Background: an optimization exercise with open tools, aiming at a short achievable clock period and few clock cycles per item. Do not read the settings as production practice. Function was checked by simulation only, so behaviour that the tests miss may differ from the original. Power and IR drop assume default switching activity.

### design/flow/run.sh
#!/bin/bash
# synth_recipe.tcl (not shown) runs the flow's synth.tcl, then flattens the netlist and writes it again
# the make line also repeats each setting of config.mk as NAME=value (left out here)
make -C /OpenROAD-flow-scripts/flow DESIGN_CONFIG=/design/flow/config.mk WORK_HOME=/design/flow/orfs CLKGATE_MAP_FILE= SYNTH_SCRIPT=/design/flow/synth_recipe.tcl finish
### design/flow/config.mk
export PLATFORM = sky130hd
export DESIGN_NAME = mem_wb_top
export DESIGN_NICKNAME = mem_wb_top
export VERILOG_FILES = /design/flow/design.v
export SDC_FILE = /design/flow/constraint.sdc
export NUM_CORES = 4
export LEC_CHECK = 0
export CAP_MARGIN = 20
export CORE_MARGIN = 2
export CORE_UTILIZATION = 40
export SLEW_MARGIN = 20
export SYNTH_MEMORY_MAX_BITS = 16384
### design/flow/constraint.sdc
create_clock -name core_clock -period 7.0 [get_ports {CLK}]
set_input_delay 1.4000 -clock core_clock [delete_from_list [all_inputs] [get_ports {CLK}]]
set_output_delay 1.4000 -clock core_clock [all_outputs]
set_load 0.01 [all_outputs]
### design/flow/design.v
`default_nettype none
package mem_wb_pkg;
        localparam int DATA_W    = 32;
        localparam int REG_AW    = 5;
        localparam int IMM_W     = 16;
        localparam int RAM_WORDS = 64;
        localparam int RAM_AW    = $clog2(RAM_WORDS);
        localparam int DMEM_WAIT = 2;
        localparam int WAIT_CW   = $clog2(DMEM_WAIT + 1);
        typedef logic [WAIT_CW-1:0] wait_cnt_t;
        localparam wait_cnt_t WAIT_LOAD = wait_cnt_t'(DMEM_WAIT);
        localparam logic [REG_AW-1:0] RA_REG = 5'd31;
        typedef struct packed {
                logic [DATA_W-RAM_AW-3:0] upper;
                logic [RAM_AW-1:0]        word;
                logic [1:0]               offset;
        } dmem_addr_t;
        typedef union packed {
                logic [DATA_W-1:0] raw;
                dmem_addr_t        addr;
        } alu_word_u;
        typedef struct packed {
                logic              RegWr;
                logic              MemtoReg;
                logic              MemRead;
                logic              MemWrite;
                logic              jal;
                logic              RegDst;
                logic              LUI;
                logic              halt;
                logic [DATA_W-1:0] NPC;
                logic [REG_AW-1:0] Rd;
                logic [REG_AW-1:0] Rt;
                alu_word_u         port_o;
                logic [DATA_W-1:0] store_data;
                logic [IMM_W-1:0]  imm;
        } ex_mem_t;
        typedef struct packed {
                logic              RegWr;
                logic              MemtoReg;
                logic              jal;
                logic              RegDst;
                logic              LUI;
                logic              halt;
                logic [DATA_W-1:0] NPC;
                logic [REG_AW-1:0] Rd;
                logic [REG_AW-1:0] Rt;
                alu_word_u         port_o;
                logic [DATA_W-1:0] dmemload;
                logic [IMM_W-1:0]  imm;
        } mem_wb_t;
        typedef struct packed {
                logic              en;
                logic [REG_AW-1:0] addr;
                logic [DATA_W-1:0] data;
        } reg_write_t;
        typedef enum logic [1:0] {
                IDLE,
                ACCESS,
                DONE
        } ctrl_state_e;
endpackage
`default_nettype wire
`default_nettype none
module mem_wb_top (
        input  logic                          CLK,
        input  logic                          nRST,
        input  mem_wb_pkg::ex_mem_t           ex_pkt,
        input  logic                          ihit,
        input  logic [mem_wb_pkg::REG_AW-1:0] rd_sel,
        output logic                          stall,
        output mem_wb_pkg::reg_write_t        rf_wr,
        output logic [mem_wb_pkg::DATA_W-1:0] rd_data,
        output logic                          halt
);
        localparam int DW    = mem_wb_pkg::DATA_W;
        localparam int AW    = mem_wb_pkg::REG_AW;
        localparam int NREG  = 2**AW;
        localparam int WORDS = mem_wb_pkg::RAM_WORDS;
        localparam int MAW   = mem_wb_pkg::RAM_AW;
        logic [AW-1:0]  in_dest;
        logic           in_wen;
        logic           in_ld;
        logic [DW-1:0]  in_val;
        logic [MAW-1:0] in_maddr;
        logic           in_st;
        always_comb begin
                if (ex_pkt.jal) begin
                        in_dest = mem_wb_pkg::RA_REG;
                end else if (ex_pkt.RegDst) begin
                        in_dest = ex_pkt.Rd;
                end else begin
                        in_dest = ex_pkt.Rt;
                end
        end
        always_comb begin
                if (ex_pkt.jal) begin
                        in_val = ex_pkt.NPC;
                end else if (ex_pkt.LUI) begin
                        in_val = {ex_pkt.imm, {(DW - mem_wb_pkg::IMM_W){1'b0}}};
                end else begin
                        in_val = ex_pkt.port_o.raw;
                end
        end
        assign in_wen   = ihit & ex_pkt.RegWr & (in_dest != '0);
        assign in_ld    = ~ex_pkt.jal & ex_pkt.MemtoReg;
        assign in_maddr = ex_pkt.port_o.addr.word;
        assign in_st    = ihit & ex_pkt.MemWrite;
        logic             a_wen;
        logic [WORDS-1:0] a_st_oh;
        logic [AW-1:0]    a_dest;
        logic             a_ld;
        logic [DW-1:0]    a_val;
        logic [MAW-1:0]   a_maddr;
        logic [DW-1:0]    a_sdata;
        logic             halt_r;
        always_ff @(posedge CLK, negedge nRST) begin
                if (!nRST) begin
                        a_wen   <= 1'b0;
                        a_st_oh <= '0;
                        halt_r  <= 1'b0;
                end else begin
                        a_wen <= in_wen;
                        for (int i = 0; i < WORDS; i++) begin
                                a_st_oh[i] <= in_st & (in_maddr == MAW'(i));
                        end
                        halt_r <= halt_r | (ihit & ex_pkt.halt);
                end
        end
        always_ff @(posedge CLK) begin
                a_dest  <= in_dest;
                a_ld    <= in_ld;
                a_val   <= in_val;
                a_maddr <= in_maddr;
                a_sdata <= ex_pkt.store_data;
        end
        logic [DW-1:0] mem [WORDS];
        logic [DW-1:0] a_ldata;
        always_ff @(posedge CLK) begin
                for (int i = 0; i < WORDS; i++) begin
                        if (a_st_oh[i]) begin
                                mem[i] <= a_sdata;
                        end
                end
        end
        assign a_ldata = mem[a_maddr];
        logic            b_en;
        logic [NREG-1:0] b_we_oh;
        logic [AW-1:0]   b_addr;
        logic [DW-1:0]   b_data;
        always_ff @(posedge CLK, negedge nRST) begin
                if (!nRST) begin
                        b_en    <= 1'b0;
                        b_we_oh <= '0;
                end else begin
                        b_en <= a_wen;
                        for (int j = 0; j < NREG; j++) begin
                                b_we_oh[j] <= a_wen & (a_dest == AW'(j));
                        end
                end
        end
        always_ff @(posedge CLK) begin
                b_addr <= a_dest;
                b_data <= a_ld ? a_ldata : a_val;
        end
        assign rf_wr.en   = b_en;
        assign rf_wr.addr = b_addr;
        assign rf_wr.data = b_data;
        logic [DW-1:0] regs [NREG];
        always_ff @(posedge CLK, negedge nRST) begin
                if (!nRST) begin
                        for (int j = 0; j < NREG; j++) begin
                                regs[j] <= '0;
                        end
                end else begin
                        for (int j = 0; j < NREG; j++) begin
                                if (b_we_oh[j]) begin
                                        regs[j] <= b_data;
                                end
                        end
                end
        end
        assign rd_data = regs[rd_sel];
        assign halt    = halt_r;
        assign stall   = 1'b0;
endmodule
`default_nettype wire
==> results.cfg, run 1 <==
[detailed_routing]
wire_per_inst_um = 41.79
vias = 85613
via_per_inst = 6.775
firstDrtPassIters = 6
finalWirelength_um = 528100
drt_iter0_drc = 15781
antenna_left = 0
drc = 0

[sta]
worst_pin_slew_ns = 1.411
slew_viol_final = 0
finalClockSkew_ns = 0.08241
hold_violations = 0
timing.fmax_mhz = 152.8
fin_crit_ns = 6.544
setup_viol = 0
setup_tns_ns = 0
rsz0062_at_grt = no
post-route-period-util_pct = 93.49
relSlewSlack_pct = 5.908

[clock_network]
cts_tree = done
cts_root_buffer = clkbuf_16
postCtsSetupBuffers = 0
ctsHtreeMaxLevel = 5
cts_resized = 0
cts.sinks = 3284
clock_latency_ns = 0.94
cts_buffers = 331
cts_hold_buf = 0
clk_pin_slew_ns = 0.06
clk_path_buf_depth = 4

[power]
pwr-share-seq_pct = 52.6
clkPwrFrac_pct = 41.5
leakagePower_uw = 0.05470
swShare_pct = 23.09
combinationalPowerShare_pct = 5.8
p_switching_uw = 9796
powerDensity_nw_per_um2 = 292.4
total_power_uw = 42430
ir_drop_mv = 0.2090
internal_power_uw = 32630

[global_routing]
antenna_found_initial = 47
grt_pass1_wl_um = 701500
grtUsageTotal_pct = 32.62
overflow = 0
grt_pass1_vias = 80538
grt_max_degree = 172

[floorplan]
start_util_pct = 40.12
die_area_um2 = 316800
fp.coreArea_um2 = 311400
fp-row-count = 205
die_w_um = 562.8
die_y_um = 562.8
ioPinCount = 210

[critical_path]
cpPeakStageDelay_ns = 0.96
crit_arrival_ns = 5.14
endpoint_kind = output pin
critPathLaunch = rd_sel[2]
reg2reg_depth = 8
cpMaxStageDelayCell = nor2_4
r2r_start = a_maddr[3]
path_cells = clkdlybuf4s50_1 > or3_1 > nor2_4 > a22oi_1 > nand4_1 > nor3_1 > a21oi_1 > clkdlybuf4s50_1
crit_cells = 8
cp_top_family = simple AND/OR/NAND/NOR gates
worst-setup-path-type = in2out
cp-start-kind = input port
required_ns = 5.60
rrSetupSlack_ns = 1.79
path_max_fanout = 20
path_buf_inv = 2
crit_end = rd_data[16]
cp_common_cell = clkdlybuf4s50_1
r2r-end = b_data[19]

[logic_synthesis]
netlist.area_leader.share_pct = 49.23
synth_edf_count = 2048
ys_seq_area_share_pct = 73.54
synth_largest_area_cell = edfxtp_1
synth-seq-cells = 3284
synth_fp_nets = 7964
syn_inst = 7826
syn-cell-area_um2 = 124900
postSynthAreaPerCell_um2 = 15.96
yosys_warnings = 3
yosys_most_used_dff = edfxtp_1
async_flop_share_pct = 34.20
ys_top_cells_by_area = edfxtp_1 (49%), dfrtp_1 (22%), mux2_2 (9.5%), a22oi_1 (7.1%), dfxtp_1 (1.8%)
synth.distinct_cells = 63

[status]
outcome = timing/DRC/antenna clean

[finish]
area_growth_pct = 16.15
drive_above_1_share_pct = 26.07
nFillCells = 26796
nNetsFinal = 8316

[place]
io_buffers = 207
gp_congestion = 0.9013
place_hpwl_um = 284200

[hold_path]
hp-class = reg2reg

[flow_run]
cap_violations = 0
synthesized netlist by cell type (all sizes together), types with 6 or more instances:
cell type  count
nor3          63
mux2        1050
a22o          75
nor4b          6
or2            6
a211o          6
dfxtp        113
nor2         216
o22ai         36
buf          192
nor4bb         6
and3         213
edfxtp      2048
nand2        261
a222oi         9
and2          11
nand2b         9
nor4         103
a21oi        141
clkbuf       403
a2111oi       70
a22oi       1176
nand3        149
mux2i         50
dfrtp       1123
a32oi         18
nand4        169
o21ai         20
nor2b         19
area by class of cell:
| cell class | instances | area, um2 | area share (%) |
|---|---|---|---|
| Sequential cell | 3284 | 92100 | 63.47 |
| Multi-Input combinational cell | 3945 | 31490 | 21.70 |
| Clock buffer | 486 | 9494 | 6.543 |
| Timing Repair Buffer | 614 | 5609 | 3.866 |
| Tap cell | 4140 | 5180 | 3.570 |
| Clock inverter | 107 | 1076 | 0.7416 |
| Antenna cell | 59 | 147.6 | 0.1017 |
| Inverter | 2 | 7.507 | 0.005174 |
per-stage QoR:
step	utilization [%]	area [um2]	hold slack (ns)	worst slack [ns]	instances
after floorplan	-	124900	0.3668	2.695	7826
after detailed placement	43.13	134300	0.4033	0.5975	11984
final	46.60	145100	0.4065	0.4560	12637
after global placement	43.12	134300	0.3978	0.6055	11983
after CTS	46.52	144900	0.4116	0.5553	12577
after global routing	46.56	145000	0.4344	0.4499	12588
metal layers:
layer  GRT usage (%)  vias to the layer above  share of wire (%)  wire, um
met4           20.19                       40                7.7     40790
met2           48.57                     7699                 43    228400
li1                -                    31563                  -         -
met3           10.44                     2026                 15     77280
met5               0                        -              0.053       281
met1           41.36                    44285                 34    181400
flip-flops by register name (all words and copies together), names as in the netlist:
name / cells
mem: 2048
regs: 1024
a_st_oh: 64
a_sdata: 32
a_val: 32
b_data: 32
b_we_oh: 32
a_maddr: 6
a_dest: 5
b_addr: 5
a_ld: 1
a_wen: 1
b_en: 1
halt_r: 1
kinds of logic after synthesis:
family	share of synthesized area, %
DFF	73.54
AOI/OAI and AO/OA	9.302
and+or+nand+nor	5.351
muxes	9.902
buffers and inverters	1.907
other	0.003002
cells in the final DEF (no fill, tap or decap), types with 96 or more instances in the layout:
master | synthesis | final
edfxtp_1 | 2048 | 2048
buf_4 | 13 | 368
and3_1 | 213 | 213
clkbuf_1 | 403 | 100
clkdlybuf4s50_1 | 0 | 205
mux2_2 | 1050 | 1050
nor2_1 | 209 | 143
dfrtp_1 | 1123 | 1027
a21oi_1 | 141 | 139
nand2_1 | 261 | 261
nand3_1 | 149 | 148
dfrtp_2 | 0 | 96
a22oi_1 | 1176 | 1176
nor4_1 | 102 | 102
clkbuf_16 | 0 | 338
nand4_1 | 169 | 169
power groups by stage:
| stage | clock (uW) | combinational (uW) | sequential, uW |
|---|---|---|---|
| after global routing | 18400 | 2580 | 22400 |
| final | 17600 | 2480 | 22300 |
| after detailed placement | 0 | 2410 | 22700 |
| after CTS | 17600 | 2420 | 22300 |
| after global placement | 0 | 2340 | 22600 |
| after floorplan | 0 | 1310 | 22400 |
how the worst min path moves through the flow:
stage	from	end	slack (ns)	depth (start not counted)
floorplan	a_dest[1]	b_addr[1]	0.37	0
finish	a_dest[0]	b_addr[0]	0.41	0
global route	a_dest[0]	b_addr[0]	0.43	0
CTS	a_dest[0]	b_addr[0]	0.41	0
global placement	a_dest[1]	b_addr[1]	0.40	0
detailed placement	a_dest[0]	b_addr[0]	0.40	0
Testbench counts, summed over its fixed seeds: cycles 16,064, items 16,032.
==> run 2: changes to the inputs <==
--- a/design/flow/design.v
+++ b/design/flow/design.v
@@ -145,7 +145,7 @@
         end
         assign a_ldata = mem[a_maddr];
         logic            b_en;
-        logic [NREG-1:0] b_we_oh;
+        logic [NREG-1:1] b_we_oh;
         logic [AW-1:0]   b_addr;
         logic [DW-1:0]   b_data;
         always_ff @(posedge CLK, negedge nRST) begin
@@ -154,7 +154,7 @@
                         b_we_oh <= '0;
                 end else begin
                         b_en <= a_wen;
-                        for (int j = 0; j < NREG; j++) begin
+                        for (int j = 1; j < NREG; j++) begin
                                 b_we_oh[j] <= a_wen & (a_dest == AW'(j));
                         end
                 end
@@ -166,21 +166,32 @@
         assign rf_wr.en   = b_en;
         assign rf_wr.addr = b_addr;
         assign rf_wr.data = b_data;
-        logic [DW-1:0] regs [NREG];
+        logic [DW-1:0] regs [1:NREG-1];
         always_ff @(posedge CLK, negedge nRST) begin
                 if (!nRST) begin
-                        for (int j = 0; j < NREG; j++) begin
+                        for (int j = 1; j < NREG; j++) begin
                                 regs[j] <= '0;
                         end
                 end else begin
-                        for (int j = 0; j < NREG; j++) begin
+                        for (int j = 1; j < NREG; j++) begin
                                 if (b_we_oh[j]) begin
                                         regs[j] <= b_data;
                                 end
                         end
                 end
         end
-        assign rd_data = regs[rd_sel];
+        logic [NREG-1:1] rd_oh;
+        always_comb begin
+                for (int j = 1; j < NREG; j++) begin
+                        rd_oh[j] = (rd_sel == AW'(j));
+                end
+        end
+        always_comb begin
+                rd_data = '0;
+                for (int j = 1; j < NREG; j++) begin
+                        rd_data = rd_data | ({DW{rd_oh[j]}} & regs[j]);
+                end
+        end
         assign halt    = halt_r;
         assign stall   = 1'b0;
 endmodule
--- a/design/flow/config.mk
+++ b/design/flow/config.mk
@@ -5,8 +5,10 @@
 export SDC_FILE = /design/flow/constraint.sdc
 export NUM_CORES = 4
 export LEC_CHECK = 0
+export ABC_CLOCK_PERIOD_IN_PS = 3500
 export CAP_MARGIN = 20
 export CORE_MARGIN = 2
 export CORE_UTILIZATION = 40
+export SETUP_SLACK_MARGIN = 3.5
 export SLEW_MARGIN = 20
 export SYNTH_MEMORY_MAX_BITS = 16384
==> results.cfg, run 2 <==
[logic_synthesis]
ys_seq_area_share_pct = 73.71
postSynthAreaPerCell_um2 = 16.23
netlist.area_leader.share_pct = 49.79
synth_most_common_cell = edfxtp_1
ys_top_cells_by_count = edfxtp_1 (2,048), a22oi_1 (1,154), dfrtp_1 (1,090)
synth_edf_count = 2048
async_flop_share_pct = 33.53
syn-cell-area_um2 = 123500
ys_top_cells_by_area = edfxtp_1 (50%), dfrtp_1 (22%), mux2_2 (9.3%), a22oi_1 (7.0%), dfxtp_1 (1.8%)
synth_largest_area_cell = edfxtp_1
synth-seq-cells = 3251
synth.distinct_cells = 76
syn_inst = 7612
yosys_most_used_dff = edfxtp_1
yosys_warnings = 3
synth_fp_nets = 7750

[power]
leakagePower_uw = 0.05628
total_power_uw = 43230
ir_drop_mv = 0.2813
powerDensity_nw_per_um2 = 289.5

[place]
gp_congestion = 0.8872
place_hpwl_um = 292300
io_buffers = 207

[detailed_routing]
drc = 0
finalWirelength_um = 546800
via_per_inst = 6.783
antenna_left = 0
wire_per_inst_um = 42.97
drt_iter0_drc = 16428
firstDrtPassIters = 6
vias = 86330

[global_routing]
grt_pass1_wl_um = 719300
overflow = 0
grt_pass1_vias = 80428
grtUsageTotal_pct = 33.79
grt_max_degree = 189
antenna_found_initial = 57

[sta]
slew_viol_final = 0
worst_pin_slew_ns = 1.354
setup_tns_ns = 0
post-route-period-util_pct = 67.22
relSlewSlack_pct = 9.765
timing.fmax_mhz = 212.5
hold_violations = 0
rsz0062_at_grt = yes
fin_crit_ns = 4.705
setup_viol = 0
finalClockSkew_ns = 0.1395

[clock_network]
cts.sinks = 3251
clk_pin_slew_ns = 0.06
clock_latency_ns = 1.00
cts_tree = done
cts_root_buffer = clkbuf_16
ctsHtreeMaxLevel = 5
cts_buffers = 343
clk_path_buf_depth = 4

[finish]
drive_above_1_share_pct = 32.14
layout_commonest_cell = edfxtp_1
nNetsFinal = 8416
top_regs = mem: 2048 flops, regs: 992 flops, a_st_oh: 64 flops
layout_common_cells = edfxtp_1 (2,048), a22oi_1 (1,088), mux2_2 (1,025), dfrtp_1 (995), buf_4 (484)
area_growth_pct = 20.90
top_register = mem
largest_reg_flops = 2048

[critical_path]
crit_arrival_ns = 3.31
cp_common_cell = buf_12
worst-setup-path-type = in2out
cp-start-kind = input port
cpPeakStageDelay_ns = 0.36
endpoint_kind = output pin
path_max_fanout = 7
path_buf_inv = 6
cp_top_family = buffers and inverters
path_cells = buf_12 > or3b_4 > buf_4 > nor2_4 > buf_12 > buf_12 > buf_8 > a222oi_1 > nand3_1 > nor3_1 > nand2_1 > buf_6
cpMaxStageDelayCell = a222oi_1
required_ns = 5.60

[floorplan]
die_area_um2 = 313200
die_y_um = 559.7
fp.coreArea_um2 = 308100
ioPinCount = 210
start_util_pct = 40.09
fp-row-count = 204
die_w_um = 559.7

[hold_path]
hp-class = reg2reg

[flow_run]
cap_violations = 0

[status]
outcome = timing/DRC/antenna clean
==> run 2: cell types whose count changed in the layout (fill, tap and decap cells not counted), moves of 63 or more <==
cell	before	now
a22oi_1	1176	1088
a22oi_2	0	66
nand2_1	261	153
buf_4	368	484
buf_6	1	75
clkdlybuf4s50_1	205	142
a21oi_1	139	62
buf_12	36	128
==> run 2: layout make-up <==
| cell class | instances | area [um2] |
|---|---|---|
| sequential | 3251 | 91280 |
| inverter | 1 | 3.754 |
| clock inverter | 142 | 1469 |
| fill | 25696 | 158800 |
| clock buffer | 485 | 9782 |
| multi-input combinational | 3771 | 31800 |
| tap | 4120 | 5155 |
| antenna | 47 | 117.6 |
| timing repair buffer | 910 | 9711 |
==> run 2: per-layer routing <==
layer / global-route usage [%] / wire length (um) / up-vias
met1: 42.80 / 186100 / 44556
met3: 10.99 / 81110 / 2196
met4: 21.52 / 43630 / 28
met2: 49.94 / 235700 / 8031
met5: 0 / 208 / -
li1: - / - / 31519
==> run 2: worst paths after layout <==
path,cells past startpoint,endpoint,start,slack [ns]
min,1,halt_r,halt_r,0.46
min reg2reg,1,halt_r,halt_r,0.46
max,12,rd_data[30],rd_sel[4],2.29
max reg2reg,7,b_data[28],a_maddr[3],3.26
max in group asynchronous,3,regs[27][10],nRST,4.88
min in group asynchronous,1,regs[2][27],nRST,0.48
==> run 2: report_power, final <==
part	switching (uW)	leakage, uW	internal [uW]	total [uW]
sequential	736	0.0339	21400	22100
clock	7990	0.00551	10400	18400
combinational	1550	0.0168	1200	2740
total	10300	0.0563	33000	43200
==> run 2: kinds of logic (layout without fill, tap and decap cells) <==
group / after synthesis / in the layout / synth area share, %
muxes: 1072 / 1072 / 9.748
buffers and inverters: 590 / 1538 / 2.019
and+or+nand+nor: 1184 / 1184 / 5.211
other: 1 / 48 / 0.003036
AOI/OAI and AO/OA: 1514 / 1514 / 9.308
DFF: 3251 / 3251 / 73.71
==> run 2: per-stage QoR <==
stage	setup slack (ns)	instance area (um2)	hold slack (ns)	util (%)	std cells
after floorplan	3.103	124400	0.3668	-	7612
after global placement	0.7881	132500	0.4382	43.00	11719
after detailed placement	0.7598	132500	0.4438	43.01	11722
after CTS	2.314	148000	0.4582	48.05	12626
after global routing	2.240	149200	0.4645	48.43	12682
final	2.295	149300	0.4551	48.47	12727
==> run 2: what timing repair did <==
action                     in CTS  in global routing
setup buffers                 263                 47
setup endpoints to repair      96                 61
resized for setup             518                113
gates cloned                   14                  4
hold buffers                    0                  0
pin swaps                     167                104
Testbench counts of run 2, summed over its fixed seeds: cycles 16,064, items 16,032.
==> run 3: changes to the inputs <==
==> design/flow/flow/run.sh (new file) <==
#!/bin/bash
# The standard layout (standard.sh), with one addition: before global
# placement, flow/rdmux.tcl rebuilds the register file read port
# (rd_sel -> rd_data) as a predecoded and-or. ORFS's logs are under orfs/logs;
# make's own output goes to standard.log.
set -euo pipefail
work="$PWD"
bash standard.sh PRE_GLOBAL_PLACE_TCL="$work/flow/rdmux.tcl" finish > "$work/standard.log" 2>&1
==> design/flow/flow/rdmux.tcl (new file) <==
# Rebuild the register file read port (rd_sel -> rd_data) as a shallow
# predecoded and-or: rd_data[b] = OR_j (rd_sel == j) & regs[j][b], j = 1..31.
# Runs before global placement, so port buffering, placement and the resizer
# treat the new cells like any others.

set ::rdm_block [ord::get_db_block]
set ::rdm_db [ord::get_db]
set rdm_block $::rdm_block
set rdm_nbits 32
set rdm_nregs 32

proc rdm_master { name } {
  set m [$::rdm_db findMaster "sky130_fd_sc_hd__$name"]
  if { $m == "NULL" || $m == "" } { error "rdmux: no master $name" }
  return $m
}

proc rdm_drv { net } {
  foreach it [$net getITerms] {
    if { [$it isOutputSignal] } { return $it }
  }
  return ""
}

# the logic cone that drives rd_data, back to flip-flops and ports
set cone [dict create]
set front {}
for { set b 0 } { $b < $rdm_nbits } { incr b } {
  set bt [$rdm_block findBTerm "rd_data\[$b\]"]
  lappend front [$bt getNet]
}
while { [llength $front] > 0 } {
  set net [lindex $front 0]
  set front [lrange $front 1 end]
  set d [rdm_drv $net]
  if { $d == "" } { continue }
  set inst [$d getInst]
  if { [[$inst getMaster] isSequential] } { continue }
  set n [$inst getName]
  if { [dict exists $cone $n] } { continue }
  dict set cone $n $inst
  foreach it [$inst getITerms] {
    if { [$it isInputSignal] && [$it getNet] != "NULL" } {
      lappend front [$it getNet]
    }
  }
}

# every net the cone drives must feed only the cone or rd_data
set ok 1
set cone_nets {}
dict for {n inst} $cone {
  foreach it [$inst getITerms] {
    if { ![$it isOutputSignal] } { continue }
    set net [$it getNet]
    if { $net == "NULL" } { continue }
    lappend cone_nets $net
    foreach l [$net getITerms] {
      if { [$l isInputSignal] && ![dict exists $cone [[$l getInst] getName]] } {
        puts "rdmux: cone net [$net getName] also feeds [[$l getInst] getName]"
        set ok 0
      }
    }
    foreach l [$net getBTerms] {
      if { ![string match "rd_data*" [$l getName]] } {
        puts "rdmux: cone net [$net getName] also drives port [$l getName]"
        set ok 0
      }
    }
  }
}

# register outputs
set qnet [dict create]
foreach inst [$rdm_block getInsts] {
  if { [regexp {^regs\\?\[([0-9]+)\\?\]\\?\[([0-9]+)\\?\]} [$inst getName] -> j b] } {
    if { ![[$inst getMaster] isSequential] } { continue }
    dict set qnet "$j,$b" [[$inst findITerm Q] getNet]
  }
}
for { set j 1 } { $j < $rdm_nregs } { incr j } {
  for { set b 0 } { $b < $rdm_nbits } { incr b } {
    if { ![dict exists $qnet "$j,$b"] } {
      puts "rdmux: no register regs\[$j\]\[$b\]"
      set ok 0
    }
  }
}

if { !$ok } {
  error "rdmux: read port not rebuilt"
}

puts "rdmux: removing [dict size $cone] cells"
set rd_nets {}
for { set b 0 } { $b < $rdm_nbits } { incr b } {
  lappend rd_nets [[$rdm_block findBTerm "rd_data\[$b\]"] getNet]
}
dict for {n inst} $cone { odb::dbInst_destroy $inst }
foreach net $cone_nets {
  if { [lsearch -exact $rd_nets $net] < 0 } { odb::dbNet_destroy $net }
}

# centre of the core, as a start location for new cells
set core [$rdm_block getCoreArea]
set ::cx [expr { ([$core xMin] + [$core xMax]) / 2 }]
set ::cy [expr { ([$core yMin] + [$core yMax]) / 2 }]

set ::rdm_count 0
proc rdm_cell { master pins } {
  # pins: list of pin net pairs
  set name "rdm_[incr ::rdm_count]"
  set inst [odb::dbInst_create $::rdm_block [rdm_master $master] $name]
  foreach {p net} $pins {
    set it [$inst findITerm $p]
    if { $it == "NULL" } { error "rdmux: $master has no pin $p" }
    $it connect $net
  }
  $inst setLocation $::cx $::cy
  $inst setPlacementStatus PLACED
  return $inst
}
proc rdm_net { name } {
  return [odb::dbNet_create $::rdm_block "rdm_$name"]
}

# select literals
for { set k 0 } { $k < 5 } { incr k } {
  set s($k,1) [[$rdm_block findBTerm "rd_sel\[$k\]"] getNet]
  set s($k,0) [rdm_net "sn$k"]
  rdm_cell inv_2 [list A $s($k,1) Y $s($k,0)]
}
# predecode, active low
for { set m 0 } { $m < 4 } { incr m } {
  set pa($m) [rdm_net "pa$m"]
  rdm_cell nand2_2 [list A $s(0,[expr {$m & 1}]) B $s(1,[expr {($m >> 1) & 1}]) Y $pa($m)]
  set pb($m) [rdm_net "pb$m"]
  rdm_cell nand2_2 [list A $s(2,[expr {$m & 1}]) B $s(3,[expr {($m >> 1) & 1}]) Y $pb($m)]
}
# rd_sel[4] == v is low on the complement literal
set pc(0) $s(4,1)
set pc(1) $s(4,0)
# one-hot select lines
for { set j 1 } { $j < $rdm_nregs } { incr j } {
  set dec($j) [rdm_net "dec$j"]
  rdm_cell nor3_2 [list A $pa([expr {$j & 3}]) B $pb([expr {($j >> 2) & 3}]) C $pc([expr {$j >> 4}]) Y $dec($j)]
}
# per bit and-or: 15 a22oi + 1 nand2, 4 nand4, 2 nor2, 1 nand2
for { set b 0 } { $b < $rdm_nbits } { incr b } {
  set l1 {}
  for { set j 1 } { $j < 31 } { incr j 2 } {
    set n [rdm_net "t${b}_$j"]
    rdm_cell a22oi_1 [list A1 $dec($j) A2 [dict get $qnet "$j,$b"] \
      B1 $dec([expr {$j + 1}]) B2 [dict get $qnet "[expr {$j + 1}],$b"] Y $n]
    lappend l1 $n
  }
  set n [rdm_net "t${b}_31"]
  rdm_cell nand2_1 [list A $dec(31) B [dict get $qnet "31,$b"] Y $n]
  lappend l1 $n
  set l2 {}
  for { set g 0 } { $g < 4 } { incr g } {
    set n [rdm_net "u${b}_$g"]
    rdm_cell nand4_1 [list A [lindex $l1 [expr {4 * $g}]] B [lindex $l1 [expr {4 * $g + 1}]] \
      C [lindex $l1 [expr {4 * $g + 2}]] D [lindex $l1 [expr {4 * $g + 3}]] Y $n]
    lappend l2 $n
  }
  set l3 {}
  for { set g 0 } { $g < 2 } { incr g } {
    set n [rdm_net "v${b}_$g"]
    rdm_cell nor2_1 [list A [lindex $l2 [expr {2 * $g}]] B [lindex $l2 [expr {2 * $g + 1}]] Y $n]
    lappend l3 $n
  }
  rdm_cell nand2_2 [list A [lindex $l3 0] B [lindex $l3 1] Y [lindex $rd_nets $b]]
}
puts "rdmux: added $::rdm_count cells"
global_connect
==> design/flow/standard.sh (new file) <==
#!/bin/bash
# synth_recipe.tcl (not shown) runs the flow's synth.tcl, then flattens the netlist and writes it again
# the make line also repeats each setting of config.mk as NAME=value (left out here)
make -C /OpenROAD-flow-scripts/flow DESIGN_CONFIG=/design/flow/config.mk WORK_HOME=/design/flow/orfs CLKGATE_MAP_FILE= SYNTH_SCRIPT=/design/flow/synth_recipe.tcl "${@:-finish}"
removed: design/flow/run.sh
==> results.cfg, run 3 <==
[global_routing]
antenna_found_initial = 56
grtUsageTotal_pct = 32.41
grt_max_degree = 197
grt_pass1_vias = 79101
grt_pass1_wl_um = 693700
overflow = 0

[clock_network]
cts_tree = done
cts_hold_buf = 0
cts_buffers = 345
clk_path_buf_depth = 4
clk_pin_slew_ns = 0.06
ctsHtreeMaxLevel = 5
cts.sinks = 3251
clock_latency_ns = 0.97
cts_root_buffer = clkbuf_16

[detailed_routing]
firstDrtPassIters = 8
vias = 83752
via_per_inst = 6.655
drc = 0
drt_iter0_drc = 14918
routed.top_layer = met5
wl_met1_um = 177400
wire_per_inst_um = 41.43
antenna_left = 0
wl_met3_um = 72840
finalWirelength_um = 521400
dr_wl_met2_um = 227900

[place]
gp_congestion = 0.8771
placed_cell_area_um2 = 132000
io_buffers = 207
dpl.cell_count = 11671
place_hpwl_um = 277500
pre_cts_ws_ns = 0.9988

[critical_path]
path_max_fanout = 15
crit_arrival_ns = 3.22
required_ns = 5.60
endpoint_kind = output pin
cp-start-kind = input port
worst-setup-path-type = in2out

[logic_synthesis]
syn-cell-area_um2 = 123500
synth_most_common_cell = edfxtp_1
synth_edf_count = 2048
yosys_most_used_dff = edfxtp_1
ys_top_cells_by_count = edfxtp_1 (2,048), a22oi_1 (1,154), dfrtp_1 (1,090)
async_flop_share_pct = 33.53
synth.distinct_cells = 76
ys_seq_area_share_pct = 73.71
syn_inst = 7612
postSynthAreaPerCell_um2 = 16.23
yosys_warnings = 3
synth-seq-cells = 3251
synth_largest_area_cell = edfxtp_1
synth_fp_nets = 7750
netlist.area_leader.share_pct = 49.79
ys_top_cells_by_area = edfxtp_1 (50%), dfrtp_1 (22%), mux2_2 (9.3%), a22oi_1 (7.0%), dfxtp_1 (1.8%)

[power]
swShare_pct = 23.55
pwr-share-seq_pct = 50.8
combinationalPowerShare_pct = 6.5
ir_drop_mv = 0.2276
internal_power_uw = 33370
p_switching_uw = 10280
clkPwrFrac_pct = 42.7
powerDensity_nw_per_um2 = 292.9
leakagePower_uw = 0.05549

[finish]
nFillCells = 25656
layout_common_cells = edfxtp_1 (2,048), a22oi_1 (1,080), mux2_2 (1,025), dfrtp_1 (995), buf_4 (367)
final_cells = 12585
largest_reg_flops = 2048
area_growth_pct = 20.65
seq_area_um2 = 91330
nNetsFinal = 8269
utilization_pct = 48.37
layout_commonest_cell = edfxtp_1
top_register = mem
drive_above_1_share_pct = 31.80
final_area_um2 = 149000
top_regs = mem: 2048 flops, regs: 992 flops, a_st_oh: 64 flops
multi_input_area_um2 = 32260

[status]
outcome = timing/DRC/antenna clean

[floorplan]
ioPinCount = 210
die_area_um2 = 313200
die_w_um = 559.7
fp-row-count = 204
start_util_pct = 40.09
die_y_um = 559.7
fp.coreArea_um2 = 308100

[sta]
setup_tns_ns = 0
timing.fmax_mhz = 216.5
hold_violations = 0
worst_slack_ns = 2.380
worst_pin_slew_ns = 1.352
fin_crit_ns = 4.620
slew_viol_final = 0
finalClockSkew_ns = 0.1195
setup_viol = 0
relSlewSlack_pct = 9.900
rsz0062_at_grt = yes
post-route-period-util_pct = 66.00

[flow_run]
cap_violations = 0

[hold_path]
hp-class = reg2reg
==> run 3: kinds of logic (layout without fill, tap and decap cells) <==
family | Yosys count | in the layout | share of synthesized area, %
AOI/OAI and AO/OA | 1514 | 1514 | 9.308
DFF | 3251 | 3251 | 73.71
muxes | 1072 | 1072 | 9.748
and+or+nand+nor | 1184 | 1175 | 5.211
buffers and inverters | 590 | 1402 | 2.019
other | 1 | 51 | 0.003036
==> run 3: stage by stage <==
stage                     hold WS [ns]  power (uW)
after floorplan                 0.3668       23560
after CTS                       0.4087       43610
final                           0.4057       43650
after detailed placement        0.4035       24960
after global routing            0.4241       44700
after global placement          0.4024       24810
==> run 3: layer usage <==
layer | GRT usage (%) | vias up
li1 | - | 31316
met1 | 40.27 | 43266
met2 | 48.22 | 7137
met3 | 10.46 | 1999
met4 | 22.00 | 34
met5 | 0 | -
==> run 3: final timing paths <==
path / from / to / slack, ns / depth (start not counted)
setup / recovery: rd_sel[2] / rd_data[14] / 2.38 / 13
hold / removal: a_dest[1] / b_addr[1] / 0.41 / 0
setup reg to reg: a_maddr[3] / b_data[16] / 3.33 / 9
hold reg to reg: a_dest[1] / b_addr[1] / 0.41 / 0
max in group asynchronous: nRST / regs[25][10] / 4.90 / 3
min in group asynchronous: nRST / regs[4][0] / 0.49 / 1
==> run 3: area by class of cell <==
cell class	instances	share of cell area [%]
timing repair buffer	765	5.770
antenna	50	0.08397
multi-input combinational	3762	21.65
inverter	6	0.04450
tap	4120	3.460
clock buffer	490	6.531
sequential	3251	61.29
clock inverter	141	1.171
==> run 3: what timing repair did <==
action                     in CTS  in global routing
gates resized for setup       685                 81
pin swaps                     171                 91
setup endpoints to repair      96                 50
setup buffers                 163                 26
cloned                         36                  2
==> run 3: power by group through the flow <==
| stage | logic [uW] | clock network (uW) | registers, uW |
|---|---|---|---|
| 2_1_floorplan | 1330 | 0 | 22200 |
| 3_3_place_gp | 2380 | 0 | 22400 |
| 3_5_place_dp | 2460 | 0 | 22500 |
| 4_1_cts | 2760 | 18700 | 22200 |
| 5_1_grt | 2940 | 19500 | 22300 |
| 6_report | 2830 | 18600 | 22200 |
==> run 3: worst max-delay path, stage by stage <==
cell and delay, ns:
buf_12 0.11, inv_8 0.05, nand2_8 0.10, buf_4 0.13, nor3_4 0.04, buf_4 0.16
buf_12 0.16, buf_4 0.13, a22oi_1 0.18, nand4_1 0.21, nor2_4 0.29, nand2_4 0.10
buf_6 0.14
==> run 4: changes to the inputs <==
==> design/flow/flow/run.sh (replaced) <==
#!/bin/bash
# The standard layout (standard.sh), with two additions: before global
# placement, flow/rdmux.tcl rebuilds the register file read port
# (rd_sel -> rd_data) as a predecoded and-or, and global placement weights
# timing-critical nets more. ORFS's logs are under orfs/logs; make's own
# output goes to standard.log.
set -euo pipefail
work="$PWD"
bash standard.sh PRE_GLOBAL_PLACE_TCL="$work/flow/rdmux.tcl" \
  GLOBAL_PLACEMENT_ARGS="-timing_driven_net_weight_max 8 -timing_driven_nets_percentage 20" \
  finish > "$work/standard.log" 2>&1
--- a/design/flow/flow/rdmux.tcl
+++ b/design/flow/flow/rdmux.tcl
@@ -140,34 +140,38 @@
 # rd_sel[4] == v is low on the complement literal
 set pc(0) $s(4,1)
 set pc(1) $s(4,0)
-# one-hot select lines
-for { set j 1 } { $j < $rdm_nregs } { incr j } {
-  set dec($j) [rdm_net "dec$j"]
-  rdm_cell nor3_2 [list A $pa([expr {$j & 3}]) B $pb([expr {($j >> 2) & 3}]) C $pc([expr {$j >> 4}]) Y $dec($j)]
+# one-hot select lines, one set for each group of bits
+set rdm_groups 2
+for { set g 0 } { $g < $rdm_groups } { incr g } {
+  for { set j 1 } { $j < $rdm_nregs } { incr j } {
+    set dec($g,$j) [rdm_net "dec${g}_$j"]
+    rdm_cell nor3_4 [list A $pa([expr {$j & 3}]) B $pb([expr {($j >> 2) & 3}]) C $pc([expr {$j >> 4}]) Y $dec($g,$j)]
+  }
 }
 # per bit and-or: 15 a22oi + 1 nand2, 4 nand4, 2 nor2, 1 nand2
 for { set b 0 } { $b < $rdm_nbits } { incr b } {
+  set g [expr {$b * $rdm_groups / $rdm_nbits}]
   set l1 {}
   for { set j 1 } { $j < 31 } { incr j 2 } {
     set n [rdm_net "t${b}_$j"]
-    rdm_cell a22oi_1 [list A1 $dec($j) A2 [dict get $qnet "$j,$b"] \
-      B1 $dec([expr {$j + 1}]) B2 [dict get $qnet "[expr {$j + 1}],$b"] Y $n]
+    rdm_cell a22oi_2 [list A1 $dec($g,$j) A2 [dict get $qnet "$j,$b"] \
+      B1 $dec($g,[expr {$j + 1}]) B2 [dict get $qnet "[expr {$j + 1}],$b"] Y $n]
     lappend l1 $n
   }
   set n [rdm_net "t${b}_31"]
-  rdm_cell nand2_1 [list A $dec(31) B [dict get $qnet "31,$b"] Y $n]
+  rdm_cell nand2_2 [list A $dec($g,31) B [dict get $qnet "31,$b"] Y $n]
   lappend l1 $n
   set l2 {}
-  for { set g 0 } { $g < 4 } { incr g } {
-    set n [rdm_net "u${b}_$g"]
-    rdm_cell nand4_1 [list A [lindex $l1 [expr {4 * $g}]] B [lindex $l1 [expr {4 * $g + 1}]] \
-      C [lindex $l1 [expr {4 * $g + 2}]] D [lindex $l1 [expr {4 * $g + 3}]] Y $n]
+  for { set h 0 } { $h < 4 } { incr h } {
+    set n [rdm_net "u${b}_$h"]
+    rdm_cell nand4_2 [list A [lindex $l1 [expr {4 * $h}]] B [lindex $l1 [expr {4 * $h + 1}]] \
+      C [lindex $l1 [expr {4 * $h + 2}]] D [lindex $l1 [expr {4 * $h + 3}]] Y $n]
     lappend l2 $n
   }
   set l3 {}
-  for { set g 0 } { $g < 2 } { incr g } {
-    set n [rdm_net "v${b}_$g"]
-    rdm_cell nor2_1 [list A [lindex $l2 [expr {2 * $g}]] B [lindex $l2 [expr {2 * $g + 1}]] Y $n]
+  for { set h 0 } { $h < 2 } { incr h } {
+    set n [rdm_net "v${b}_$h"]
+    rdm_cell nor2_2 [list A [lindex $l2 [expr {2 * $h}]] B [lindex $l2 [expr {2 * $h + 1}]] Y $n]
     lappend l3 $n
   }
   rdm_cell nand2_2 [list A [lindex $l3 0] B [lindex $l3 1] Y [lindex $rd_nets $b]]
==> results.cfg, run 4 <==
[status]
outcome = timing/DRC/antenna clean

[finish]
largest_reg_flops = 2048
top_register = mem
drive_above_1_share_pct = 38.54
nFillCells = 25176
final_cells = 12627
utilization_pct = 49.49
seq_area_um2 = 91380
layout_common_cells = edfxtp_1 (2,048), mux2_2 (1,025), dfrtp_1 (995), a22oi_1 (706), a22oi_2 (480)
area_growth_pct = 23.46
nNetsFinal = 8316
multi_input_area_um2 = 35480
layout_commonest_cell = edfxtp_1
top_regs = mem: 2048 flops, regs: 992 flops, a_st_oh: 64 flops

[sta]
post-route-period-util_pct = 62.82
setup_tns_ns = 0
slew_viol_final = 0
finalClockSkew_ns = 0.1308
worst_pin_slew_ns = 1.314
rsz0062_at_grt = yes
whs_ns = 0.4607
setup_viol = 0
fin_crit_ns = 4.398
relSlewSlack_pct = 12.40
timing.fmax_mhz = 227.4
hold_violations = 0

[detailed_routing]
via_per_inst = 6.682
routed.top_layer = met5
wl_met1_um = 185500
wire_per_inst_um = 41.66
antenna_left = 0
finalWirelength_um = 526000
vias = 84375
wl_met3_um = 77020
drt_iter0_drc = 14399
dr_wl_met2_um = 223500
drc = 0
firstDrtPassIters = 9

[clock_network]
ctsHtreeMaxLevel = 5
cts_tree = done
clk_pin_slew_ns = 0.07
cts_hold_buf = 0
clk_path_buf_depth = 4
clock_latency_ns = 1.01
cts_root_buffer = clkbuf_16
cts.sinks = 3251
cts_buffers = 343

[floorplan]
ioPinCount = 210
die_w_um = 559.7
start_util_pct = 40.09
fp.coreArea_um2 = 308100
die_area_um2 = 313200
die_y_um = 559.7
fp-row-count = 204

[hold_path]
min_to = halt_r
hp-class = reg2reg
min_path_cells = 1
min_from = halt_r

[critical_path]
r2r_start = a_maddr[5]
r2r-end = b_data[17]
worst-setup-path-type = in2out
reg2reg_depth = 10
required_ns = 5.60
critPathLaunch = rd_sel[1]
endpoint_kind = output pin
crit_arrival_ns = 3.00
rrSetupSlack_ns = 3.36
cp-start-kind = input port
path_max_fanout = 6

[global_routing]
grt_pass1_vias = 79375
grtUsageTotal_pct = 32.75
grt_pass1_wl_um = 704300
grt_max_degree = 189
overflow = 0
antenna_found_initial = 58

[logic_synthesis]
syn_inst = 7612
synth_largest_area_cell = edfxtp_1
ys_top_cells_by_count = edfxtp_1 (2,048), a22oi_1 (1,154), dfrtp_1 (1,090)
yosys_warnings = 3
postSynthAreaPerCell_um2 = 16.23
yosys_most_used_dff = edfxtp_1
synth_most_common_cell = edfxtp_1
ys_top_cells_by_area = edfxtp_1 (50%), dfrtp_1 (22%), mux2_2 (9.3%), a22oi_1 (7.0%), dfxtp_1 (1.8%)
netlist.area_leader.share_pct = 49.79
synth-seq-cells = 3251
async_flop_share_pct = 33.53
ys_seq_area_share_pct = 73.71
synth_edf_count = 2048
synth_fp_nets = 7750
syn-cell-area_um2 = 123500
synth.distinct_cells = 76

[power]
ir_drop_mv = 0.2025
total_power_uw = 44310
powerDensity_nw_per_um2 = 290.6
leakagePower_uw = 0.05602

[place]
gp_congestion = 0.9013
io_buffers = 207
place_hpwl_um = 293300
dpl.cell_count = 11684

[flow_run]
cap_violations = 0
run 4: cell counts after synthesis:
Identical to the previous run, type by type.
run 4: layout make-up:
cell class / count / share of cell area (%)
inverters: 6 / 0.04267
clock buffers: 453 / 6.186
multi-input cells: 3792 / 23.27
flip-flops and latches: 3251 / 59.93
well taps: 4120 / 3.381
diodes: 42 / 0.06893
clock inverters: 179 / 1.429
repair buffers: 784 / 5.697
run 4: timing repair:
action / in CTS / in global routing
pin swaps: 221 / 73
setup buffers: 215 / 31
setup endpoints to repair: 96 / 48
gates cloned: 21 / 1
gates resized for setup: 573 / 47
run 4: stage by stage:
step	setup WS [ns]	cell area, um2
5_1_grt	2.560	152400
3_3_place_gp	0.7633	135700
2_1_floorplan	3.103	124400
4_1_cts	2.616	151700
6_report	2.602	152500
3_5_place_dp	0.6735	135800
run 4: worst max-delay path by stage:
stage / to / slack [ns] / cells after the start
finish: rd_data[13] / 2.60 / 13
global route: rd_data[15] / 2.56 / 12
global placement: rd_data[14] / 0.76 / 10
floorplan: rd_data[28] / 3.10 / 7
CTS: rd_data[24] / 2.62 / 12
detailed placement: rd_data[9] / 0.67 / 10
run 4: worst max-delay path, cell delays in order:
cell and delay [ns]:
buf_12 0.12, inv_8 0.05, nand2_8 0.11, buf_12 0.13
nor3_4 0.05, buf_12 0.13, buf_12 0.13, buf_6 0.14
a22oi_2 0.15, nand4_2 0.20, nor2_2 0.15, nand2_2 0.06
buf_2 0.14
run 4: layer usage:
layer / vias up / global-route usage, %
li1: 31472 / -
met1: 43491 / 42.74
met2: 7426 / 47.64
met3: 1942 / 10.56
met4: 44 / 19.51
met5: - / 0.1982
run 4: cells by family (layout without fill, tap and decap cells):
| kind of cell | after synthesis | in the layout | synth area share (%) |
|---|---|---|---|
| muxes | 1072 | 1072 | 9.748 |
| and+or+nand+nor | 1184 | 1205 | 5.211 |
| AOI/OAI and AO/OA | 1514 | 1514 | 9.308 |
| other | 1 | 43 | 0.003036 |
| buffers and inverters | 590 | 1422 | 2.019 |
| DFF | 3251 | 3251 | 73.71 |
run 4: where the power goes:
| group | switching [uW] | total [uW] | internal (uW) |
|---|---|---|---|
| clock | 8020 | 19000 | 10900 |
| combinational | 1610 | 2910 | 1290 |
| sequential | 1060 | 22500 | 21400 |
| total | 10700 | 44300 | 33600 |
==> run 5: changes to the inputs <==
--- a/design/flow/flow/rdmux.tcl
+++ b/design/flow/flow/rdmux.tcl
@@ -141,7 +141,7 @@
 set pc(0) $s(4,1)
 set pc(1) $s(4,0)
 # one-hot select lines, one set for each group of bits
-set rdm_groups 2
+set rdm_groups 4
 for { set g 0 } { $g < $rdm_groups } { incr g } {
   for { set j 1 } { $j < $rdm_nregs } { incr j } {
     set dec($g,$j) [rdm_net "dec${g}_$j"]
==> results.cfg, run 5 <==
[logic_synthesis]
synth_edf_count = 2048
yosys_most_used_dff = edfxtp_1
netlist.area_leader.share_pct = 49.79
synth-seq-cells = 3251
syn-cell-area_um2 = 123500
yosys_warnings = 3
synth_most_common_cell = edfxtp_1
ys_seq_area_share_pct = 73.71
synth_largest_area_cell = edfxtp_1
async_flop_share_pct = 33.53
syn_inst = 7612
postSynthAreaPerCell_um2 = 16.23
synth_fp_nets = 7750
synth.distinct_cells = 76
ys_top_cells_by_area = edfxtp_1 (50%), dfrtp_1 (22%), mux2_2 (9.3%), a22oi_1 (7.0%), dfxtp_1 (1.8%)
ys_top_cells_by_count = edfxtp_1 (2,048), a22oi_1 (1,154), dfrtp_1 (1,090)

[detailed_routing]
via_per_inst = 6.664
drc = 0
finalWirelength_um = 537600
antenna_left = 0
drt_iter0_drc = 15413
firstDrtPassIters = 7
vias = 85950
wire_per_inst_um = 41.68

[floorplan]
die_area_um2 = 313200
ioPinCount = 210
die_w_um = 559.7
start_util_pct = 40.09
die_y_um = 559.7
fp-row-count = 204
fp.coreArea_um2 = 308100

[critical_path]
crit_arrival_ns = 3.09
path_max_fanout = 6
endpoint_kind = output pin
cp-start-kind = input port
worst-setup-path-type = in2out
required_ns = 5.60

[clock_network]
clock_latency_ns = 1.02
cts_buffers = 342
clk_path_buf_depth = 4
cts.sinks = 3251
ctsHtreeMaxLevel = 5
clk_pin_slew_ns = 0.06
cts_root_buffer = clkbuf_16
cts_tree = done
cts_hold_buf = 0

[sta]
fin_crit_ns = 4.486
setup_viol = 0
rsz0062_at_grt = yes
hold_violations = 0
post-route-period-util_pct = 64.09
worst_pin_slew_ns = 1.325
relSlewSlack_pct = 11.68
finalClockSkew_ns = 0.1459
slew_viol_final = 0
timing.fmax_mhz = 222.9
worst_slack_ns = 2.514
setup_tns_ns = 0

[place]
gp_congestion = 0.9109
io_buffers = 207
place_hpwl_um = 298500
pre_cts_ws_ns = 0.9233

[power]
ir_drop_mv = 0.2145
leakagePower_uw = 0.05754
powerDensity_nw_per_um2 = 284.5

[global_routing]
antenna_found_initial = 58
met3_usage_pct = 10.26
grt.busiest_layer = met2
overflow = 0
grt_pass1_wl_um = 718000
grt_max_degree = 185
met1_usage_pct = 42.52
grt.met2_usage_pct = 49.86
grtUsageTotal_pct = 33.41
grt_pass1_vias = 81645

[finish]
drive_above_1_share_pct = 40.43
layout_common_cells = edfxtp_1 (2,048), mux2_2 (1,025), dfrtp_1 (995), a22oi_1 (706), buf_4 (541)
layout_commonest_cell = edfxtp_1
largest_reg_flops = 2048
area_growth_pct = 25.68
nNetsFinal = 8590
top_regs = mem: 2048 flops, regs: 992 flops, a_st_oh: 64 flops
top_register = mem

[status]
outcome = timing/DRC/antenna clean

[hold_path]
hp-class = reg2reg

[flow_run]
cap_violations = 0
## run 5: cell counts after synthesis
No cell type changed its count.
## run 5: final cells by class
cell class                 instances  area [um2]
fill                           25007      152900
inverter                           6       88.84
tap                             4120        5155
timing repair buffer             992       10750
sequential                      3251       91350
antenna                           35       87.58
multi-input combinational       3858       36440
clock inverter                   145        1565
timing repair inverter             1       8.758
clock buffer                     490        9761
## run 5: kinds of logic after synthesis
group | synth area share (%)
buffers and inverters | 2.019
multiplexers | 9.748
other | 0.003036
AO/OA/AOI/OAI | 9.308
AND/OR/NAND/NOR | 5.211
flip-flops | 73.71
## run 5: report_power, final
part | internal (uW) | switching [uW]
Clock | 10700 | 7860
Combinational | 1390 | 1770
Sequential | 21400 | 1090
## run 5: metrics by stage
step	util (%)	std cells	instance area, um2	power [uW]	hold slack [ns]
global route	50.36	12866	155100	45080	0.4906
floorplan	-	7612	124400	23560	0.3668
finish	50.38	12898	155200	44170	0.4568
global placement	44.30	11701	136500	25460	0.4462
CTS	50.12	12816	154400	44040	0.4705
detailed placement	44.34	11706	136600	25480	0.4594
## run 5: worst paths after layout
path                       startpoint  slack (ns)           to  depth (start not counted)
setup reg to reg           a_maddr[1]        3.33    b_data[1]                          9
hold reg to reg            mem[0][30]        0.46   b_data[30]                          2
max in group asynchronous        nRST        4.93  regs[31][5]                          3
min in group asynchronous        nRST        0.51  regs[9][21]                          1
setup / recovery            rd_sel[0]        2.51  rd_data[30]                         13
hold / removal             mem[0][30]        0.46   b_data[30]                          2
## run 5: what timing repair did
item | 4_1_cts | 5_1_grt
endpoints found under the setup margin | 96 | 58
pin swaps | 291 | 62
setup buffers | 446 | 43
cloned | 29 | 3
resized for setup | 527 | 35
## run 5: metal layers
metal / share of wire, % / up-vias
met4: 7.8 / 28
met2: 43 / 7577
met1: 35 / 44130
met3: 14 / 2093
met5: 0.034 / -
li1: - / 32122
## run 5: worst max-delay path, cell delays in order
cell	delay, ns
buf_12	0.13
inv_12	0.05
nand2_8	0.12
buf_16	0.16
buf_12	0.12
nor3_4	0.04
buf_6	0.14
buf_6	0.11
a22oi_2	0.19
nand4_2	0.18
nor2_4	0.19
nand2_2	0.10
buf_6	0.13
==> run 6: changes to the inputs <==
--- a/design/flow/flow/rdmux.tcl
+++ b/design/flow/flow/rdmux.tcl
@@ -130,22 +130,22 @@
   set s($k,0) [rdm_net "sn$k"]
   rdm_cell inv_2 [list A $s($k,1) Y $s($k,0)]
 }
-# predecode, active low
+# predecode, active low: rd_sel[1:0] (4 lines) and rd_sel[4:2] (8 lines)
 for { set m 0 } { $m < 4 } { incr m } {
   set pa($m) [rdm_net "pa$m"]
-  rdm_cell nand2_2 [list A $s(0,[expr {$m & 1}]) B $s(1,[expr {($m >> 1) & 1}]) Y $pa($m)]
+  rdm_cell nand2_4 [list A $s(0,[expr {$m & 1}]) B $s(1,[expr {($m >> 1) & 1}]) Y $pa($m)]
+}
+for { set m 0 } { $m < 8 } { incr m } {
   set pb($m) [rdm_net "pb$m"]
-  rdm_cell nand2_2 [list A $s(2,[expr {$m & 1}]) B $s(3,[expr {($m >> 1) & 1}]) Y $pb($m)]
+  rdm_cell nand3_4 [list A $s(2,[expr {$m & 1}]) B $s(3,[expr {($m >> 1) & 1}]) \
+    C $s(4,[expr {($m >> 2) & 1}]) Y $pb($m)]
 }
-# rd_sel[4] == v is low on the complement literal
-set pc(0) $s(4,1)
-set pc(1) $s(4,0)
 # one-hot select lines, one set for each group of bits
-set rdm_groups 4
+set rdm_groups 2
 for { set g 0 } { $g < $rdm_groups } { incr g } {
   for { set j 1 } { $j < $rdm_nregs } { incr j } {
     set dec($g,$j) [rdm_net "dec${g}_$j"]
-    rdm_cell nor3_4 [list A $pa([expr {$j & 3}]) B $pb([expr {($j >> 2) & 3}]) C $pc([expr {$j >> 4}]) Y $dec($g,$j)]
+    rdm_cell nor2_4 [list A $pa([expr {$j & 3}]) B $pb([expr {$j >> 2}]) Y $dec($g,$j)]
   }
 }
 # per bit and-or: 15 a22oi + 1 nand2, 4 nand4, 2 nor2, 1 nand2
==> results.cfg, run 6 <==
[place]
place_hpwl_um = 284700
io_buffers = 207
gp_congestion = 0.8865
pre_cts_ws_ns = 0.9488

[finish]
nFillCells = 25208
layout_commonest_cell = edfxtp_1
nNetsFinal = 8268
top_regs = mem: 2048 flops, regs: 992 flops, a_st_oh: 64 flops
drive_above_1_share_pct = 38.27
area_growth_pct = 22.91
top_register = mem
largest_reg_flops = 2048
layout_common_cells = edfxtp_1 (2,048), mux2_2 (1,025), dfrtp_1 (995), a22oi_1 (706), a22oi_2 (480)

[detailed_routing]
antenna_left = 0
firstDrtPassIters = 7
drt_iter0_drc = 14920
wire_per_inst_um = 41.31
finalWirelength_um = 519700
drc = 0
via_per_inst = 6.618
vias = 83262

[critical_path]
reg2reg_depth = 8
endpoint_kind = output pin
cpPeakStageDelay_ns = 0.23
cp_common_cell = buf_12
required_ns = 5.60
r2r-end = b_data[26]
cp-start-kind = input port
crit_arrival_ns = 2.93
r2r_start = a_maddr[3]
cpMaxStageDelayCell = nor2_4
path_cells = buf_12 > inv_8 > nand3_4 > buf_12 > nor2_4 > buf_12 > a22oi_2 > nand4_2 > nor2_4 > nand2_2 > buf_6
path_max_fanout = 12
rrSetupSlack_ns = 3.31
worst-setup-path-type = in2out

[sta]
post-route-period-util_pct = 61.90
worst_pin_slew_ns = 1.356
setup_viol = 0
relSlewSlack_pct = 9.584
hold_violations = 0
worst_slack_ns = 2.667
slew_viol_final = 0
rsz0062_at_grt = yes
fin_crit_ns = 4.333
finalClockSkew_ns = 0.1557
setup_tns_ns = 0
timing.fmax_mhz = 230.8

[logic_synthesis]
syn_inst = 7612
ys_seq_area_share_pct = 73.71
synth_most_common_cell = edfxtp_1
yosys_warnings = 3
synth-seq-cells = 3251
synth.distinct_cells = 76
ys_top_cells_by_count = edfxtp_1 (2,048), a22oi_1 (1,154), dfrtp_1 (1,090)
syn-cell-area_um2 = 123500
ys_top_cells_by_area = edfxtp_1 (50%), dfrtp_1 (22%), mux2_2 (9.3%), a22oi_1 (7.0%), dfxtp_1 (1.8%)
netlist.area_leader.share_pct = 49.79
postSynthAreaPerCell_um2 = 16.23
yosys_most_used_dff = edfxtp_1
synth_edf_count = 2048
synth_largest_area_cell = edfxtp_1
async_flop_share_pct = 33.53
synth_fp_nets = 7750

[global_routing]
overflow = 0
grt_pass1_vias = 79062
antenna_found_initial = 58
grt_max_degree = 179
grt_pass1_wl_um = 696200
grtUsageTotal_pct = 32.36

[clock_network]
cts.sinks = 3251
cts_root_buffer = clkbuf_16
clk_path_buf_depth = 4
clk_pin_slew_ns = 0.06
clock_latency_ns = 1.02
cts_hold_buf = 0
ctsHtreeMaxLevel = 5
cts_buffers = 345
cts_tree = done

[floorplan]
die_w_um = 559.7
ioPinCount = 210
die_area_um2 = 313200
start_util_pct = 40.09
die_y_um = 559.7
fp-row-count = 204
fp.coreArea_um2 = 308100

[hold_path]
min_to = halt_r
min_from = halt_r
min_path_cells = 1
hp-class = reg2reg

[power]
ir_drop_mv = 0.2289
powerDensity_nw_per_um2 = 289.0
leakagePower_uw = 0.05536

[flow_run]
cap_violations = 0

[status]
outcome = timing/DRC/antenna clean
## run 6: cell counts after synthesis
Identical to the previous run, type by type.
## run 6: repair_timing
| action | in CTS | in global routing |
|---|---|---|
| setup endpoints to repair | 96 | 57 |
| gates cloned | 16 | 3 |
| gates resized for setup | 452 | 52 |
| setup buffers | 245 | 9 |
| pin swaps | 200 | 89 |
## run 6: through the flow
step / area (um2) / util [%] / total power [uW] / hold WS, ns / cells
after global routing: 151700 / 49.24 / 44890 / 0.4842 / 12543
after floorplan: 124400 / - / 23560 / 0.3668 / 7612
after global placement: 135100 / 43.84 / 25190 / 0.4434 / 11626
after CTS: 151200 / 49.09 / 43800 / 0.4604 / 12523
final: 151800 / 49.27 / 43870 / 0.4594 / 12581
after detailed placement: 135100 / 43.86 / 25250 / 0.4476 / 11629
## run 6: worst max-delay path by stage
stage,start,to,slack [ns],cells past startpoint
global route,rd_sel[3],rd_data[14],2.63,12
finish,rd_sel[3],rd_data[22],2.67,11
floorplan,rd_sel[2],rd_data[28],3.10,7
global placement,rd_sel[2],rd_data[20],1.08,9
CTS,rd_sel[4],rd_data[22],2.66,12
detailed placement,rd_sel[3],rd_data[15],0.95,9
## run 6: final cells by class
cell class	instances	area (um2)	area share [%]
Antenna cell	45	112.6	0.07418
Clock buffer	484	9797	6.454
Clock inverter	149	1617	1.065
Inverter	6	55.05	0.03627
Multi-Input combinational cell	3797	35340	23.28
Sequential cell	3251	91380	60.20
Tap cell	4120	5155	3.396
Timing Repair Buffer	729	8351	5.501
## run 6: cell families after synthesis
family / synth area share [%]
buf+inv: 2.019
flops: 73.71
other cells: 0.003036
mux: 9.748
compound gates: 9.308
simple gates: 5.211
## run 6: power by group
part	leakage, uW	total [uW]	internal (uW)	switching (uW)
logic	0.0159	2880	1280	1610
clock network	0.00558	18600	10600	7960
registers	0.0339	22400	21400	989
total	0.0554	43900	33300	10600
## run 6: routing by layer
layer,part of all wire (%),vias up,routed length (um),track usage [%]
met4,7.4,24,38330,19.68
met2,43,7069,224000,47.63
met5,0.031,-,161,0
met3,14,1893,72710,10.22
met1,35,42968,184500,41.74
li1,-,31308,-,-
## run 6: critical path, delay by kind of cell
kind	cells	cell delay, ns
buffers and inverters	5	0.62
AOI/OAI and AO/OA	1	0.17
and+or+nand+nor	5	0.72
==> run 7: changes to the inputs <==
--- a/design/flow/flow/rdmux.tcl
+++ b/design/flow/flow/rdmux.tcl
@@ -141,7 +141,7 @@
     C $s(4,[expr {($m >> 2) & 1}]) Y $pb($m)]
 }
 # one-hot select lines, one set for each group of bits
-set rdm_groups 2
+set rdm_groups 4
 for { set g 0 } { $g < $rdm_groups } { incr g } {
   for { set j 1 } { $j < $rdm_nregs } { incr j } {
     set dec($g,$j) [rdm_net "dec${g}_$j"]
==> results.cfg, run 7 <==
[sta]
worst_pin_slew_ns = 1.356
hold_violations = 0
post-route-period-util_pct = 63.56
setup_tns_ns = 0
whs_ns = 0.4370
rsz0062_at_grt = yes
timing.fmax_mhz = 224.7
finalClockSkew_ns = 0.1425
setup_viol = 0
relSlewSlack_pct = 9.600
fin_crit_ns = 4.450
slew_viol_final = 0

[global_routing]
met1_usage_pct = 42.64
met3_usage_pct = 10.04
grt.busiest_layer = met2
grt_pass1_vias = 79851
overflow = 0
grt_pass1_wl_um = 709700
antenna_found_initial = 62
grtUsageTotal_pct = 33.05
grt_max_degree = 175
grt.met2_usage_pct = 48.31

[floorplan]
start_util_pct = 40.09
ioPinCount = 210
fp.coreArea_um2 = 308100
die_w_um = 559.7
fp-row-count = 204
die_area_um2 = 313200
die_y_um = 559.7

[logic_synthesis]
synth.distinct_cells = 76
synth_xor_area_share_pct = 0
ys_top_cells_by_area = edfxtp_1 (50%), dfrtp_1 (22%), mux2_2 (9.3%), a22oi_1 (7.0%), dfxtp_1 (1.8%)
synth_largest_area_cell = edfxtp_1
async_flop_share_pct = 33.53
synth_top_family_by_area = multiplexers
yosys_most_used_dff = edfxtp_1
ys_seq_area_share_pct = 73.71
postSynthAreaPerCell_um2 = 16.23
netlist.area_leader.share_pct = 49.79
synth_compound_area_share_pct = 9.308
syn-cell-area_um2 = 123500
syn_inst = 7612
yosys.area_share.simple_pct = 5.211
synth_edf_count = 2048
synth-seq-cells = 3251
synth_fa_ha_area_share_pct = 0
yosys_warnings = 3
synth_most_common_cell = edfxtp_1
synthMuxAreaShare_pct = 9.748
synth_fp_nets = 7750
ys_top_cells_by_count = edfxtp_1 (2,048), a22oi_1 (1,154), dfrtp_1 (1,090)

[place]
gp_congestion = 0.9071
io_buffers = 207
place_hpwl_um = 294700
dpl.cell_count = 11689
placed_cell_area_um2 = 135800

[power]
powerDensity_nw_per_um2 = 289.8
leakagePower_uw = 0.05585
ir_drop_mv = 0.2187

[critical_path]
crit_end = rd_data[17]
rrSetupSlack_ns = 3.40
r2r_start = a_maddr[0]
r2r-end = b_data[27]
required_ns = 5.60
critPathLaunch = rd_sel[1]
endpoint_kind = output pin
crit_arrival_ns = 3.05
worst-setup-path-type = in2out
cp-start-kind = input port
path_max_fanout = 7
reg2reg_depth = 9

[finish]
top_register = mem
drive_above_1_share_pct = 39.13
nNetsFinal = 8398
final_area_um2 = 152900
top_regs = mem: 2048 flops, regs: 992 flops, a_st_oh: 64 flops
utilization_pct = 49.62
seq_area_um2 = 91350
multi_input_area_um2 = 35890
final_cells = 12709
nFillCells = 25270
largest_reg_flops = 2048
area_growth_pct = 23.79
layout_common_cells = edfxtp_1 (2,048), mux2_2 (1,025), dfrtp_1 (995), a22oi_1 (706), a22oi_2 (480)
layout_commonest_cell = edfxtp_1

[hold_path]
hp-class = reg2reg

[detailed_routing]
via_per_inst = 6.645
wire_per_inst_um = 41.66
antenna_left = 0
finalWirelength_um = 529400
firstDrtPassIters = 6
drc = 0
drt_iter0_drc = 15436
vias = 84446

[status]
outcome = timing/DRC/antenna clean

[clock_network]
clk_path_buf_depth = 4
ctsHtreeMaxLevel = 5
clk_pin_slew_ns = 0.06
clock_latency_ns = 1.04
cts_root_buffer = clkbuf_16
cts.sinks = 3251
cts_tree = done
cts_buffers = 342

[flow_run]
cap_violations = 0
## run 7: cell counts after synthesis
No cell type changed its count.
## run 7: how the worst min path moves through the flow
| stage | cells past startpoint | to | slack (ns) | from |
|---|---|---|---|---|
| 2_1_floorplan | 0 | b_addr[0] | 0.37 | a_dest[0] |
| 3_3_place_gp | 0 | b_addr[0] | 0.40 | a_dest[0] |
| 3_5_place_dp | 0 | b_addr[0] | 0.40 | a_dest[0] |
| 4_1_cts | 0 | b_addr[0] | 0.44 | a_dest[0] |
| 5_1_grt | 0 | b_addr[0] | 0.44 | a_dest[0] |
| 6_report | 2 | b_data[20] | 0.44 | a_val[20] |
## run 7: repair_timing
item                       CTS  global route
resized for setup          514            55
setup buffers              286            39
pin swaps                  238            89
hold buffers                 0             0
cloned                      22             0
setup endpoints to repair   96            55
## run 7: cell type report
| cell class | instances | area share [%] |
|---|---|---|
| Antenna cell | 46 | 0.07529 |
| Sequential cell | 3251 | 59.75 |
| Clock buffer | 458 | 6.154 |
| Multi-Input combinational cell | 3862 | 23.48 |
| Tap cell | 4120 | 3.372 |
| Inverter | 6 | 0.03765 |
| Clock inverter | 169 | 1.384 |
| Timing Repair Buffer | 797 | 5.750 |
## run 7: power breakdown
part | switching, uW | total (uW) | internal [uW]
combinational | 1700 | 3030 | 1330
sequential | 1070 | 22500 | 21400
clock | 7960 | 18800 | 10900
## run 7: metal layers
layer  share of wire (%)  vias to the layer above
met2                  43                     7288
met4                 7.8                       32
li1                    -                    31617
met3                  14                     1946
met5               0.058                        -
met1                  35                    43563
## run 7: cell families (layout without fill, tap and decap cells)
group	Yosys count	after routing
flops	3251	3251
compound gates	1514	1514
simple gates	1184	1275
mux	1072	1072
buf+inv	590	1430
other cells	1	47
## run 7: metrics by stage
| stage | power, uW | setup slack [ns] |
|---|---|---|
| after floorplan | 23560 | 3.103 |
| after global placement | 25390 | 1.046 |
| after detailed placement | 25410 | 0.9927 |
| after CTS | 44200 | 2.599 |
| after global routing | 45270 | 2.533 |
| final | 44300 | 2.550 |
## run 7: critical path, cell delays in order
cell	delay, ns
buf_12	0.12
buf_4	0.15
nand2_8	0.12
buf_12	0.12
buf_16	0.16
nor2_4	0.08
buf_4	0.16
a22oi_2	0.17
nand4_2	0.16
nor2_2	0.15
nand2_2	0.08
buf_6	0.14

==> what the ideal ports hide <==
The flow's constraints put no driver on any port. The routed layouts listed below were extracted and timed again, unchanged, in two steps. Step 1 sets driving cells, clkbuf_16 on the clock port and buf_2 on the other inputs (assumed; they add their load-dependent delay and slew). Step 2, shift: input delay + t, output delay - t, t = (earliest + latest rising clock arrival at the registers) / 2. This alone moves slack from input paths to output paths. Slacks: ideal ports / drivers / drivers and shift; pairs: ideal ports / drivers.
| run | shift t [ns] | setup slack, ns | worst register clock-pin slew, ns | worst slew at a driven data input, ns | pins driven straight from the clock port |
|---|---|---|---|---|---|
| run 1 | 0.991 | 0.456 / 0.412 / 0.412 | 0.07 / 0.07 | 0.07 | 1 |
| run 2 | 1.036 | 2.295 / 2.234 / 2.234 | 0.07 / 0.07 | 0.12 | 1 |
| run 3 | 1.020 | 2.380 / 2.312 / 2.312 | 0.07 / 0.07 | 0.16 | 1 |
| run 4 | 1.042 | 2.602 / 2.483 / 2.483 | 0.07 / 0.07 | 0.14 | 1 |
| run 5 | 1.051 | 2.514 / 2.384 / 2.384 | 0.07 / 0.07 | 0.24 | 1 |
| run 6 | 1.050 | 2.667 / 2.562 / 2.562 | 0.07 / 0.07 | 0.33 | 1 |
| run 7 | 1.070 | 2.550 / 2.494 / 2.494 | 0.07 / 0.07 | 0.13 | 1 |
After both steps setup and hold are still met in every run listed. The setup slack of run 5, which loses most, moves by -0.130 ns with the drivers and by -0.130 ns with both steps.
